This is an optimization exercise on Yosys and OpenROAD, whose aim is small area, a short achievable clock period and few clock cycles, not a production implementation. Where RTL was checked, it was by simulation tests only, not by an equivalence proof against the original. Power figures rest on the tool's default switching activity, not on a simulated workload.

==> inputs of run a <==
// log_record_deframer_core
module log_record_deframer_core #(
    parameter int unsigned QDEPTH = 2
) (
    input  logic                          i_clk,
    input  logic                          i_rst_n,
    input  logic                          i_cfg_wr_en,
    input  logic [lrd_pkg::CFG_IDX_W-1:0] i_cfg_index,
    input  logic [31:0]                   i_cfg_wr_data,
    input  logic                          i_valid,
    output logic                          o_stall,
    input  logic                          i_func,
    input  logic [7:0]                    i_log_byte,
    output logic                          o_valid,
    input  logic                          i_stall,
    output logic [2:0]                    o_kind,
    output logic [7:0]                    o_payload_byte,
    output logic [63:0]                   o_sequence_res,
    output logic                          o_tombstone,
    output logic [31:0]                   o_key_length,
    output logic [31:0]                   o_value_length,
    output logic                          o_last
);
clock: 10.0 ns
lec_check: 0
cap_margin: 20
core_margin: 2
core_utilization: 40
cts_cluster_diameter: 100
cts_cluster_size: 25
slew_margin: 20
standard.sh (not shown) runs the stock make flow with config.mk's settings and CLKGATE_MAP_FILE= SYNTH_SCRIPT=/design/flow/synth_recipe.tcl, a recipe that flattens the netlist after the stock synthesis.
==> flow/flow/run.sh <==
#!/bin/bash
# Standard layout with two changes: the port buffers are the smallest buffer cell
# (buf_1) instead of the default pick, and repair_timing aims for more setup slack than
# the flow settings allow. Every input and output port still gets its own buffer; the
# clock period and constraints are the standard flow's.
set -euo pipefail
export BUFFER_PORTS_ARGS="-buffer_cell sky130_fd_sc_hd__buf_1"
export SETUP_SLACK_MARGIN=6.0
bash standard.sh > standard_flow.log 2>&1
==> run b (differences from run a) <==
--- a/flow/design.v
+++ b/flow/design.v
@@ -16,52 +16,33 @@
     localparam logic [2:0] PH_VALUE  = 3'd2;
     localparam logic [2:0] PH_CHECK  = 3'd3;
     localparam logic [2:0] PH_ERROR  = 3'd4;
 endpackage
 module lrd_parse (
     input  logic [31:0] i_h,
-    input  logic        i_c,
     input  logic [7:0]  i_xlo,
-    input  logic [7:0]  i_top,
-    output logic [31:0] o_h,
-    output logic        o_c
+    output logic [31:0] o_h
 );
     logic [31:0] x, t0, t1, t2, t3, t4, t5;
     logic [31:0] s1, c1, s2, c2, s3, c3, s4, c4;
-    logic [16:0] lo;
     assign x  = {i_h[31:8], i_xlo};
     assign t0 = x;
     assign t1 = x << 1;
     assign t2 = x << 4;
     assign t3 = x << 7;
     assign t4 = x << 8;
-    assign t5 = {i_top, i_c, 2'b00, i_c, 2'b00, i_c, i_c, 16'd0};
+    assign t5 = x << 24;
     assign s1 = t0 ^ t1 ^ t2;
     assign c1 = ((t0 & t1) | (t0 & t2) | (t1 & t2)) << 1;
     assign s2 = t3 ^ t4 ^ t5;
     assign c2 = ((t3 & t4) | (t3 & t5) | (t4 & t5)) << 1;
     assign s3 = s1 ^ c1 ^ s2;
     assign c3 = ((s1 & c1) | (s1 & s2) | (c1 & s2)) << 1;
     assign s4 = s3 ^ c3 ^ c2;
     assign c4 = ((s3 & c3) | (s3 & c2) | (c3 & c2)) << 1;
-    assign lo       = {1'b0, s4[15:0]} + {1'b0, c4[15:0]};
-    assign o_h[15:0]  = lo[15:0];
-    assign o_h[31:16] = s4[31:16] + c4[31:16];
-    assign o_c      = lo[16];
-endmodule
-module lrd_hash_eq (
-    input  logic [31:0] i_h,
-    input  logic        i_c,
-    input  logic [31:0] i_e,
-    output logic        o_eq
-);
-    logic [31:0] b, d, k;
-    assign b    = {15'd0, i_c, 16'd0};
-    assign d    = i_h ^ b ^ i_e;
-    assign k    = (i_h & b) | ((i_h | b) & ~i_e);
-    assign o_eq = (d == {k[30:0], 1'b0});
+    assign o_h = s4 + c4;
 endmodule
 module lrd_outq #(
     parameter int unsigned DEPTH = 3,
     parameter int unsigned W     = 12
 ) (
     input  logic         i_clk,
@@ -78,16 +59,14 @@
     localparam int unsigned CW = $clog2(DEPTH + 1);
     logic [W-1:0]  r_slot [DEPTH];
     logic [CW-1:0] r_count, n_count, wpos;
     logic          r_full, r_empty, pop_ok;
     assign pop_ok       = i_pop && !r_empty;
     assign n_count      = r_count + CW'(i_push) - CW'(pop_ok);
-    assign o_full_next  = (i_push && !pop_ok) ? (r_count == CW'(DEPTH - 1)) :
-                          (!i_push && pop_ok) ? 1'b0 : r_full;
-    assign o_empty_next = (i_push && !pop_ok) ? 1'b0 :
-                          (!i_push && pop_ok) ? (r_count == CW'(1)) : r_empty;
+    assign o_full_next  = (n_count == CW'(DEPTH));
+    assign o_empty_next = (n_count == '0);
     assign wpos         = r_count - CW'(pop_ok);
     assign o_full       = r_full;
     assign o_empty      = r_empty;
     assign o_data       = r_slot[0];
     always_ff @(posedge i_clk) begin
         if (!i_rst_n) begin
@@ -162,41 +141,37 @@
     logic [2:0]  eph;
     logic        is_end, is_hdr, is_pay, is_key, torn, zero_torn, h24;
     logic        beat_push;
     logic [2:0]  beat_kind;
     logic        beat_last;
     logic [31:0] hash_step;
-    logic [7:0]  r_xlo, r_top, hash_lo_n, xlo_n;
-    logic        r_hc, hash_c, hash_c_n;
+    logic [7:0]  r_xlo, hash_lo_n;
     logic        hash_init, hash_run;
     logic        kzero, vzero;
     logic [7:0]  mbyte, sbyte;
     logic        gt_in, gt_new;
-    logic        r_h0, r_h3, r_h4, r_h23, r_h24, r_h1to4, r_hle3, r_hsz, r_hs0, r_h16;
-    logic        adv, rst0, hold, n_h0, n_h4, n_h24, n_h1to4;
     logic        bank_clr, bank_we, to_pay, key_to_val;
     logic [2:0]  n_phase;
     logic [4:0]  n_hcount;
     logic        n_in_valid, n_in_func;
     logic        n_check, n_hdr, n_pay, nr_n, ne_n;
     assign go      = r_in_valid && !r_o_stall;
     assign accept  = i_valid && !r_o_stall;
     assign o_stall = r_o_stall;
-    lrd_parse u_hash (.i_h(r_hash), .i_c(r_hc), .i_xlo(r_xlo), .i_top(r_top),
-                      .o_h(hash_step), .o_c(hash_c));
-    lrd_hash_eq u_eq (.i_h(r_hash), .i_c(r_hc), .i_e(r_exp), .o_eq(hash_ok));
+    lrd_parse u_hash (.i_h(r_hash), .i_xlo(r_xlo), .o_h(hash_step));
     assign check    = (r_phase == lrd_pkg::PH_CHECK);
+    assign hash_ok  = (r_hash == r_exp);
     assign chk_push = check && !q_full;
     assign eph      = check ? (hash_ok ? lrd_pkg::PH_HEADER : lrd_pkg::PH_ERROR) : r_phase;
     assign is_end    = r_in_func;
     assign is_hdr    = (eph == lrd_pkg::PH_HEADER);
     assign is_key    = (eph == lrd_pkg::PH_KEY);
     assign is_pay    = is_key || (eph == lrd_pkg::PH_VALUE);
-    assign torn      = is_pay || (is_hdr && !r_h0);
-    assign zero_torn = (r_phase == lrd_pkg::PH_HEADER) && r_h1to4;
-    assign h24       = r_h24;
+    assign torn      = is_pay || (is_hdr && r_hcount != 5'd0);
+    assign zero_torn = (r_phase == lrd_pkg::PH_HEADER) && (r_hcount != 5'd0) && (r_hcount <= 5'd4);
+    assign h24       = (r_hcount == 5'd24);
     assign kzero = (r_klen == 32'd0);
     assign vzero = (r_vlen == 32'd0);
     always_comb begin
         case (r_hcount[1:0])
             2'd0:    mbyte = r_magic_cfg[7:0];
             2'd1:    mbyte = r_magic_cfg[15:8];
@@ -210,13 +185,13 @@
             3'd0:    sbyte = r_max_key[31:24];
             3'd1:    sbyte = r_max_value[7:0];
             3'd2:    sbyte = r_max_value[15:8];
             3'd3:    sbyte = r_max_value[23:16];
             default: sbyte = r_max_value[31:24];
         endcase
-        gt_in  = r_hs0 ? 1'b0 : r_gt;
+        gt_in  = (r_hcount == 5'd13 || r_hcount == 5'd17) ? 1'b0 : r_gt;
         gt_new = (in_byte > sbyte) || ((in_byte == sbyte) && gt_in);
     end
     assign to_pay     = is_hdr && h24 && r_magic_ok && !r_kover && !r_gt && !(kzero && vzero);
     assign key_to_val = is_key && r_rem_one && !vzero;
     always_comb begin
         beat_push = 1'b0;
@@ -284,56 +259,38 @@
     end
     assign n_in_valid = accept || (r_in_valid && !go);
     assign n_in_func  = accept ? i_func : r_in_func;
     assign n_check    = (n_phase == lrd_pkg::PH_CHECK);
     assign n_hdr      = (n_phase == lrd_pkg::PH_HEADER);
     assign n_pay      = (n_phase == lrd_pkg::PH_KEY) || (n_phase == lrd_pkg::PH_VALUE);
-    assign adv     = go && !is_end && is_hdr && !r_h24;
-    assign rst0    = go && (is_end || (is_hdr && r_h24));
-    assign hold    = !adv && !rst0;
-    assign n_h0    = rst0 || (hold && r_h0);
-    assign n_h4    = (adv && r_h3) || (hold && r_h4);
-    assign n_h24   = (adv && r_h23) || (hold && r_h24);
-    assign n_h1to4 = (adv && r_hle3) || (hold && r_h1to4);
-    assign nr_n = n_check || n_pay || (n_hdr && (n_in_func ? !n_h0 : n_h24));
-    assign ne_n = n_hdr && (n_in_func ? n_h1to4 : n_h4);
+    assign nr_n = n_check || n_pay || (n_hdr && (n_in_func ? (n_hcount != 5'd0) : (n_hcount == 5'd24)));
+    assign ne_n = n_hdr && (n_in_func ? (n_hcount != 5'd0 && n_hcount <= 5'd4) : (n_hcount == 5'd4));
     always_ff @(posedge i_clk) begin
         if (!i_rst_n) begin
             r_in_valid <= 1'b0;
             r_o_stall  <= 1'b0;
             r_phase    <= lrd_pkg::PH_HEADER;
             r_hcount   <= '0;
-            {r_h0, r_h3, r_h4, r_h23, r_h24, r_h1to4, r_hle3, r_hsz, r_hs0, r_h16} <= 10'b1000001000;
         end else begin
             r_in_valid <= n_in_valid;
             r_o_stall  <= n_in_valid && ((nr_n && q_full_n) || (ne_n && !q_empty_n));
             r_phase    <= n_phase;
             r_hcount   <= n_hcount;
-            r_h0       <= n_h0;
-            r_h3       <= (n_hcount == 5'd3);
-            r_h4       <= n_h4;
-            r_h23      <= (n_hcount == 5'd23);
-            r_h24      <= n_h24;
-            r_h1to4    <= n_h1to4;
-            r_hle3     <= (n_hcount <= 5'd3);
-            r_hsz      <= (n_hcount >= 5'd13) && (n_hcount <= 5'd20);
-            r_hs0      <= (n_hcount == 5'd13) || (n_hcount == 5'd17);
-            r_h16      <= (n_hcount == 5'd16);
         end
     end
     always_ff @(posedge i_clk) begin
         if (accept)
             r_in_func <= i_func;
     end
     always_ff @(posedge i_clk) begin
         if (go && !is_end && is_hdr) begin
-            if (r_hle3)
-                r_magic_ok <= (r_h0 || r_magic_ok) && (in_byte == mbyte);
-            if (r_hsz)
+            if (r_hcount < 5'd4)
+                r_magic_ok <= ((r_hcount == 5'd0) || r_magic_ok) && (in_byte == mbyte);
+            if (r_hcount >= 5'd13 && r_hcount <= 5'd20)
                 r_gt <= gt_new;
-            if (r_h16)
+            if (r_hcount == 5'd16)
                 r_kover <= gt_new;
         end
     end
     assign bank_clr = go && (r_phase == lrd_pkg::PH_HEADER) &&
                       (is_end ? zero_torn : (r_hcount == 5'd4));
     assign bank_we  = r_in_valid && !is_end && (r_phase == lrd_pkg::PH_HEADER);
@@ -359,28 +316,21 @@
     end
     assign in_byte   = r_xlo ^ r_hash[7:0];
     assign hash_init = go && !is_end && is_hdr && h24;
     assign hash_run  = go && !is_end && is_pay;
     assign hash_lo_n = hash_init ? lrd_pkg::FNV_OFFSET[7:0] :
                        hash_run  ? hash_step[7:0] : r_hash[7:0];
-    assign hash_c_n  = hash_init ? 1'b0 : hash_run ? hash_c : r_hc;
-    assign xlo_n     = i_log_byte ^ hash_lo_n;
     always_ff @(posedge i_clk) begin
-        if (accept) begin
-            r_xlo <= xlo_n;
-            r_top <= hash_c_n ? xlo_n + 8'd1 : xlo_n;
-        end
+        if (accept)
+            r_xlo <= i_log_byte ^ hash_lo_n;
     end
     always_ff @(posedge i_clk) begin
-        if (hash_init) begin
+        if (hash_init)
             r_hash <= lrd_pkg::FNV_OFFSET;
-            r_hc   <= 1'b0;
-        end else if (hash_run) begin
+        else if (hash_run)
             r_hash <= hash_step;
-            r_hc   <= hash_c;
-        end
         if (go && !is_end && to_pay) begin
             r_rem     <= kzero ? r_vlen : r_klen;
             r_rem_one <= kzero ? (r_vlen == 32'd1) : (r_klen == 32'd1);
         end else if (hash_run) begin
             if (key_to_val) begin
                 r_rem     <= r_vlen;
==> run c (differences from run a) <==
--- a/flow/design.v
+++ b/flow/design.v
@@ -16,52 +16,38 @@
     localparam logic [2:0] PH_VALUE  = 3'd2;
     localparam logic [2:0] PH_CHECK  = 3'd3;
     localparam logic [2:0] PH_ERROR  = 3'd4;
 endpackage
 module lrd_parse (
     input  logic [31:0] i_h,
-    input  logic        i_c,
     input  logic [7:0]  i_xlo,
-    input  logic [7:0]  i_top,
-    output logic [31:0] o_h,
-    output logic        o_c
+    output logic [31:0] o_h
 );
     logic [31:0] x, t0, t1, t2, t3, t4, t5;
     logic [31:0] s1, c1, s2, c2, s3, c3, s4, c4;
     logic [16:0] lo;
+    logic [15:0] hi0, hi1;
     assign x  = {i_h[31:8], i_xlo};
     assign t0 = x;
     assign t1 = x << 1;
     assign t2 = x << 4;
     assign t3 = x << 7;
     assign t4 = x << 8;
-    assign t5 = {i_top, i_c, 2'b00, i_c, 2'b00, i_c, i_c, 16'd0};
+    assign t5 = x << 24;
     assign s1 = t0 ^ t1 ^ t2;
     assign c1 = ((t0 & t1) | (t0 & t2) | (t1 & t2)) << 1;
     assign s2 = t3 ^ t4 ^ t5;
     assign c2 = ((t3 & t4) | (t3 & t5) | (t4 & t5)) << 1;
     assign s3 = s1 ^ c1 ^ s2;
     assign c3 = ((s1 & c1) | (s1 & s2) | (c1 & s2)) << 1;
     assign s4 = s3 ^ c3 ^ c2;
     assign c4 = ((s3 & c3) | (s3 & c2) | (c3 & c2)) << 1;
-    assign lo       = {1'b0, s4[15:0]} + {1'b0, c4[15:0]};
-    assign o_h[15:0]  = lo[15:0];
-    assign o_h[31:16] = s4[31:16] + c4[31:16];
-    assign o_c      = lo[16];
-endmodule
-module lrd_hash_eq (
-    input  logic [31:0] i_h,
-    input  logic        i_c,
-    input  logic [31:0] i_e,
-    output logic        o_eq
-);
-    logic [31:0] b, d, k;
-    assign b    = {15'd0, i_c, 16'd0};
-    assign d    = i_h ^ b ^ i_e;
-    assign k    = (i_h & b) | ((i_h | b) & ~i_e);
-    assign o_eq = (d == {k[30:0], 1'b0});
+    assign lo  = {1'b0, s4[15:0]} + {1'b0, c4[15:0]};
+    assign hi0 = s4[31:16] + c4[31:16];
+    assign hi1 = s4[31:16] + c4[31:16] + 16'd1;
+    assign o_h = {lo[16] ? hi1 : hi0, lo[15:0]};
 endmodule
 module lrd_outq #(
     parameter int unsigned DEPTH = 3,
     parameter int unsigned W     = 12
 ) (
     input  logic         i_clk,
@@ -78,16 +64,14 @@
     localparam int unsigned CW = $clog2(DEPTH + 1);
     logic [W-1:0]  r_slot [DEPTH];
     logic [CW-1:0] r_count, n_count, wpos;
     logic          r_full, r_empty, pop_ok;
     assign pop_ok       = i_pop && !r_empty;
     assign n_count      = r_count + CW'(i_push) - CW'(pop_ok);
-    assign o_full_next  = (i_push && !pop_ok) ? (r_count == CW'(DEPTH - 1)) :
-                          (!i_push && pop_ok) ? 1'b0 : r_full;
-    assign o_empty_next = (i_push && !pop_ok) ? 1'b0 :
-                          (!i_push && pop_ok) ? (r_count == CW'(1)) : r_empty;
+    assign o_full_next  = (n_count == CW'(DEPTH));
+    assign o_empty_next = (n_count == '0);
     assign wpos         = r_count - CW'(pop_ok);
     assign o_full       = r_full;
     assign o_empty      = r_empty;
     assign o_data       = r_slot[0];
     always_ff @(posedge i_clk) begin
         if (!i_rst_n) begin
@@ -162,41 +146,37 @@
     logic [2:0]  eph;
     logic        is_end, is_hdr, is_pay, is_key, torn, zero_torn, h24;
     logic        beat_push;
     logic [2:0]  beat_kind;
     logic        beat_last;
     logic [31:0] hash_step;
-    logic [7:0]  r_xlo, r_top, hash_lo_n, xlo_n;
-    logic        r_hc, hash_c, hash_c_n;
+    logic [7:0]  r_xlo, hash_lo_n;
     logic        hash_init, hash_run;
     logic        kzero, vzero;
     logic [7:0]  mbyte, sbyte;
     logic        gt_in, gt_new;
-    logic        r_h0, r_h3, r_h4, r_h23, r_h24, r_h1to4, r_hle3, r_hsz, r_hs0, r_h16;
-    logic        adv, rst0, hold, n_h0, n_h4, n_h24, n_h1to4;
     logic        bank_clr, bank_we, to_pay, key_to_val;
     logic [2:0]  n_phase;
     logic [4:0]  n_hcount;
     logic        n_in_valid, n_in_func;
     logic        n_check, n_hdr, n_pay, nr_n, ne_n;
     assign go      = r_in_valid && !r_o_stall;
     assign accept  = i_valid && !r_o_stall;
     assign o_stall = r_o_stall;
-    lrd_parse u_hash (.i_h(r_hash), .i_c(r_hc), .i_xlo(r_xlo), .i_top(r_top),
-                      .o_h(hash_step), .o_c(hash_c));
-    lrd_hash_eq u_eq (.i_h(r_hash), .i_c(r_hc), .i_e(r_exp), .o_eq(hash_ok));
+    lrd_parse u_hash (.i_h(r_hash), .i_xlo(r_xlo), .o_h(hash_step));
     assign check    = (r_phase == lrd_pkg::PH_CHECK);
+    assign hash_ok  = (r_hash == r_exp);
     assign chk_push = check && !q_full;
     assign eph      = check ? (hash_ok ? lrd_pkg::PH_HEADER : lrd_pkg::PH_ERROR) : r_phase;
     assign is_end    = r_in_func;
     assign is_hdr    = (eph == lrd_pkg::PH_HEADER);
     assign is_key    = (eph == lrd_pkg::PH_KEY);
     assign is_pay    = is_key || (eph == lrd_pkg::PH_VALUE);
-    assign torn      = is_pay || (is_hdr && !r_h0);
-    assign zero_torn = (r_phase == lrd_pkg::PH_HEADER) && r_h1to4;
-    assign h24       = r_h24;
+    assign torn      = is_pay || (is_hdr && r_hcount != 5'd0);
+    assign zero_torn = (r_phase == lrd_pkg::PH_HEADER) && (r_hcount != 5'd0) && (r_hcount <= 5'd4);
+    assign h24       = (r_hcount == 5'd24);
     assign kzero = (r_klen == 32'd0);
     assign vzero = (r_vlen == 32'd0);
     always_comb begin
         case (r_hcount[1:0])
             2'd0:    mbyte = r_magic_cfg[7:0];
             2'd1:    mbyte = r_magic_cfg[15:8];
@@ -210,13 +190,13 @@
             3'd0:    sbyte = r_max_key[31:24];
             3'd1:    sbyte = r_max_value[7:0];
             3'd2:    sbyte = r_max_value[15:8];
             3'd3:    sbyte = r_max_value[23:16];
             default: sbyte = r_max_value[31:24];
         endcase
-        gt_in  = r_hs0 ? 1'b0 : r_gt;
+        gt_in  = (r_hcount == 5'd13 || r_hcount == 5'd17) ? 1'b0 : r_gt;
         gt_new = (in_byte > sbyte) || ((in_byte == sbyte) && gt_in);
     end
     assign to_pay     = is_hdr && h24 && r_magic_ok && !r_kover && !r_gt && !(kzero && vzero);
     assign key_to_val = is_key && r_rem_one && !vzero;
     always_comb begin
         beat_push = 1'b0;
@@ -284,56 +264,38 @@
     end
     assign n_in_valid = accept || (r_in_valid && !go);
     assign n_in_func  = accept ? i_func : r_in_func;
     assign n_check    = (n_phase == lrd_pkg::PH_CHECK);
     assign n_hdr      = (n_phase == lrd_pkg::PH_HEADER);
     assign n_pay      = (n_phase == lrd_pkg::PH_KEY) || (n_phase == lrd_pkg::PH_VALUE);
-    assign adv     = go && !is_end && is_hdr && !r_h24;
-    assign rst0    = go && (is_end || (is_hdr && r_h24));
-    assign hold    = !adv && !rst0;
-    assign n_h0    = rst0 || (hold && r_h0);
-    assign n_h4    = (adv && r_h3) || (hold && r_h4);
-    assign n_h24   = (adv && r_h23) || (hold && r_h24);
-    assign n_h1to4 = (adv && r_hle3) || (hold && r_h1to4);
-    assign nr_n = n_check || n_pay || (n_hdr && (n_in_func ? !n_h0 : n_h24));
-    assign ne_n = n_hdr && (n_in_func ? n_h1to4 : n_h4);
+    assign nr_n = n_check || n_pay || (n_hdr && (n_in_func ? (n_hcount != 5'd0) : (n_hcount == 5'd24)));
+    assign ne_n = n_hdr && (n_in_func ? (n_hcount != 5'd0 && n_hcount <= 5'd4) : (n_hcount == 5'd4));
     always_ff @(posedge i_clk) begin
         if (!i_rst_n) begin
             r_in_valid <= 1'b0;
             r_o_stall  <= 1'b0;
             r_phase    <= lrd_pkg::PH_HEADER;
             r_hcount   <= '0;
-            {r_h0, r_h3, r_h4, r_h23, r_h24, r_h1to4, r_hle3, r_hsz, r_hs0, r_h16} <= 10'b1000001000;
         end else begin
             r_in_valid <= n_in_valid;
             r_o_stall  <= n_in_valid && ((nr_n && q_full_n) || (ne_n && !q_empty_n));
             r_phase    <= n_phase;
             r_hcount   <= n_hcount;
-            r_h0       <= n_h0;
-            r_h3       <= (n_hcount == 5'd3);
-            r_h4       <= n_h4;
-            r_h23      <= (n_hcount == 5'd23);
-            r_h24      <= n_h24;
-            r_h1to4    <= n_h1to4;
-            r_hle3     <= (n_hcount <= 5'd3);
-            r_hsz      <= (n_hcount >= 5'd13) && (n_hcount <= 5'd20);
-            r_hs0      <= (n_hcount == 5'd13) || (n_hcount == 5'd17);
-            r_h16      <= (n_hcount == 5'd16);
         end
     end
     always_ff @(posedge i_clk) begin
         if (accept)
             r_in_func <= i_func;
     end
     always_ff @(posedge i_clk) begin
         if (go && !is_end && is_hdr) begin
-            if (r_hle3)
-                r_magic_ok <= (r_h0 || r_magic_ok) && (in_byte == mbyte);
-            if (r_hsz)
+            if (r_hcount < 5'd4)
+                r_magic_ok <= ((r_hcount == 5'd0) || r_magic_ok) && (in_byte == mbyte);
+            if (r_hcount >= 5'd13 && r_hcount <= 5'd20)
                 r_gt <= gt_new;
-            if (r_h16)
+            if (r_hcount == 5'd16)
                 r_kover <= gt_new;
         end
     end
     assign bank_clr = go && (r_phase == lrd_pkg::PH_HEADER) &&
                       (is_end ? zero_torn : (r_hcount == 5'd4));
     assign bank_we  = r_in_valid && !is_end && (r_phase == lrd_pkg::PH_HEADER);
@@ -359,28 +321,21 @@
     end
     assign in_byte   = r_xlo ^ r_hash[7:0];
     assign hash_init = go && !is_end && is_hdr && h24;
     assign hash_run  = go && !is_end && is_pay;
     assign hash_lo_n = hash_init ? lrd_pkg::FNV_OFFSET[7:0] :
                        hash_run  ? hash_step[7:0] : r_hash[7:0];
-    assign hash_c_n  = hash_init ? 1'b0 : hash_run ? hash_c : r_hc;
-    assign xlo_n     = i_log_byte ^ hash_lo_n;
     always_ff @(posedge i_clk) begin
-        if (accept) begin
-            r_xlo <= xlo_n;
-            r_top <= hash_c_n ? xlo_n + 8'd1 : xlo_n;
-        end
+        if (accept)
+            r_xlo <= i_log_byte ^ hash_lo_n;
     end
     always_ff @(posedge i_clk) begin
-        if (hash_init) begin
+        if (hash_init)
             r_hash <= lrd_pkg::FNV_OFFSET;
-            r_hc   <= 1'b0;
-        end else if (hash_run) begin
+        else if (hash_run)
             r_hash <= hash_step;
-            r_hc   <= hash_c;
-        end
         if (go && !is_end && to_pay) begin
             r_rem     <= kzero ? r_vlen : r_klen;
             r_rem_one <= kzero ? (r_vlen == 32'd1) : (r_klen == 32'd1);
         end else if (hash_run) begin
             if (key_to_val) begin
                 r_rem     <= r_vlen;
==> flow_metrics.py <==
metrics = {
    "global_route": {
        "grt_pass1_vias": 15100,
        "grt.met2_usage_pct": 35.5,
    },
    "yosys": {
        "synthSimpleGateAreaFrac_pct": 13.6,
        "synth.area.top_cells": "edfxtp_1 34%, dfxtp_1 15%, fa_1 8.4%",
        "synth_edf_count": 237,
    },
    "pwr": {
        "p_comb_share_pct": 47.0,
        "powerClk_mw": 0.944,
    },
    "floorplanning": {
        "die_area_sq_mm": 0.0536,
    },
    "status": {
        "outcome": "timing/DRC/antenna clean",
    },
    "timing": {
        "max_freq_mhz": 240,
        "clock_skew_ns": 0.0394,
    },
    "route": {
        "dr.pass1.iters": 5,
        "via_count": 15100,
    },
    "finish": {
        "nMultiInputCombCells": 1266,
    },
    "setup_path": {
        "crit_end": "r_top[7]",
    },
    "cts": {
        "numCtsBuffers": 20,
    },
}
[end of results for run a]
==> flow_metrics.py <==
metrics = {
    "yosys": {
        "ys_seq_area_share_pct": 49.9,
        "synth_mux_area_share_pct": 1.67,
        "synth.area.top_cells": "edfxtp_1 35%, dfxtp_1 15%, fa_1 8.4%",
        "synthSimpleGateAreaFrac_pct": 14.5,
    },
    "floorplanning": {
        "die_area_sq_mm": 0.0506,
    },
    "global_route": {
        "grt_pass1_vias": 14500,
        "grt.met2_usage_pct": 35.1,
    },
    "cts": {
        "numCtsBuffers": 18,
        "clockBufferDepth": 3,
    },
    "route": {
        "via_count": 14700,
        "dr.pass1.iters": 6,
    },
    "setup_path": {
        "crit_end": "r_hash[30]",
    },
    "status": {
        "outcome": "timing/DRC/antenna clean",
    },
    "finish": {
        "nMultiInputCombCells": 1259,
        "fin_util_pct": 46.6,
    },
    "timing": {
        "clock_skew_ns": 0.0302,
        "max_freq_mhz": 216,
    },
    "pwr": {
        "vdd_drop_max_mv": 0.278,
        "p_comb_share_pct": 65.6,
        "powerClk_mw": 0.844,
    },
    "place": {
        "routabilityCongestion": 0.894,
    },
}
[end of results for run c]
==> flow_metrics.py <==
metrics = {
    "global_route": {
        "grt.met2_usage_pct": 35.6,
        "grt_pass1_vias": 14300,
    },
    "route": {
        "dr.pass1.iters": 6,
        "via_count": 15000,
    },
    "setup_path": {
        "crit_end": "r_hash[30]",
    },
    "yosys": {
        "synthSimpleGateAreaFrac_pct": 14.2,
    },
    "status": {
        "outcome": "timing/DRC/antenna clean",
    },
    "cts": {
        "numCtsBuffers": 20,
    },
    "floorplanning": {
        "die_area_sq_mm": 0.0506,
    },
    "timing": {
        "clock_skew_ns": 0.0346,
        "max_freq_mhz": 245,
    },
}
[end of results for run b]
Testbench counts of run b, summed over its fixed seeds: cycles 22,746.
Function not checked in run a and run c: the RTL went through the layout flow alone.

## separate check: timing with driven ports
Ports are ideal in the flow. The routed layouts listed here were re-timed in OpenROAD. Step 1 assumes that a clkbuf_16 drives the clock port and a buf_2 every other input. Step 2 also shifts input and output timing later by t, the mid clock arrival at the registers, as if the neighbouring blocks saw the same clock. Slacks: ideal ports / drivers / drivers and shift; pairs: ideal ports / drivers.
run	shift t [ns]	setup slack, ns	hold slack, ns	worst register clock-pin slew, ns
run a	0.608	5.825 / 5.825 / 5.774	0.469 / 0.469 / 0.469	0.11 / 0.11
run b	0.604	5.914 / 5.914 / 5.908	0.467 / 0.467 / 0.467	0.11 / 0.11
run c	0.592	5.378 / 5.378 / 5.378	0.456 / 0.456 / 0.456	0.11 / 0.11
After both steps every run listed still meets setup and hold. For run a, which loses most, drivers alone change the setup slack by 0.000 ns; drivers and shift together by -0.051 ns.
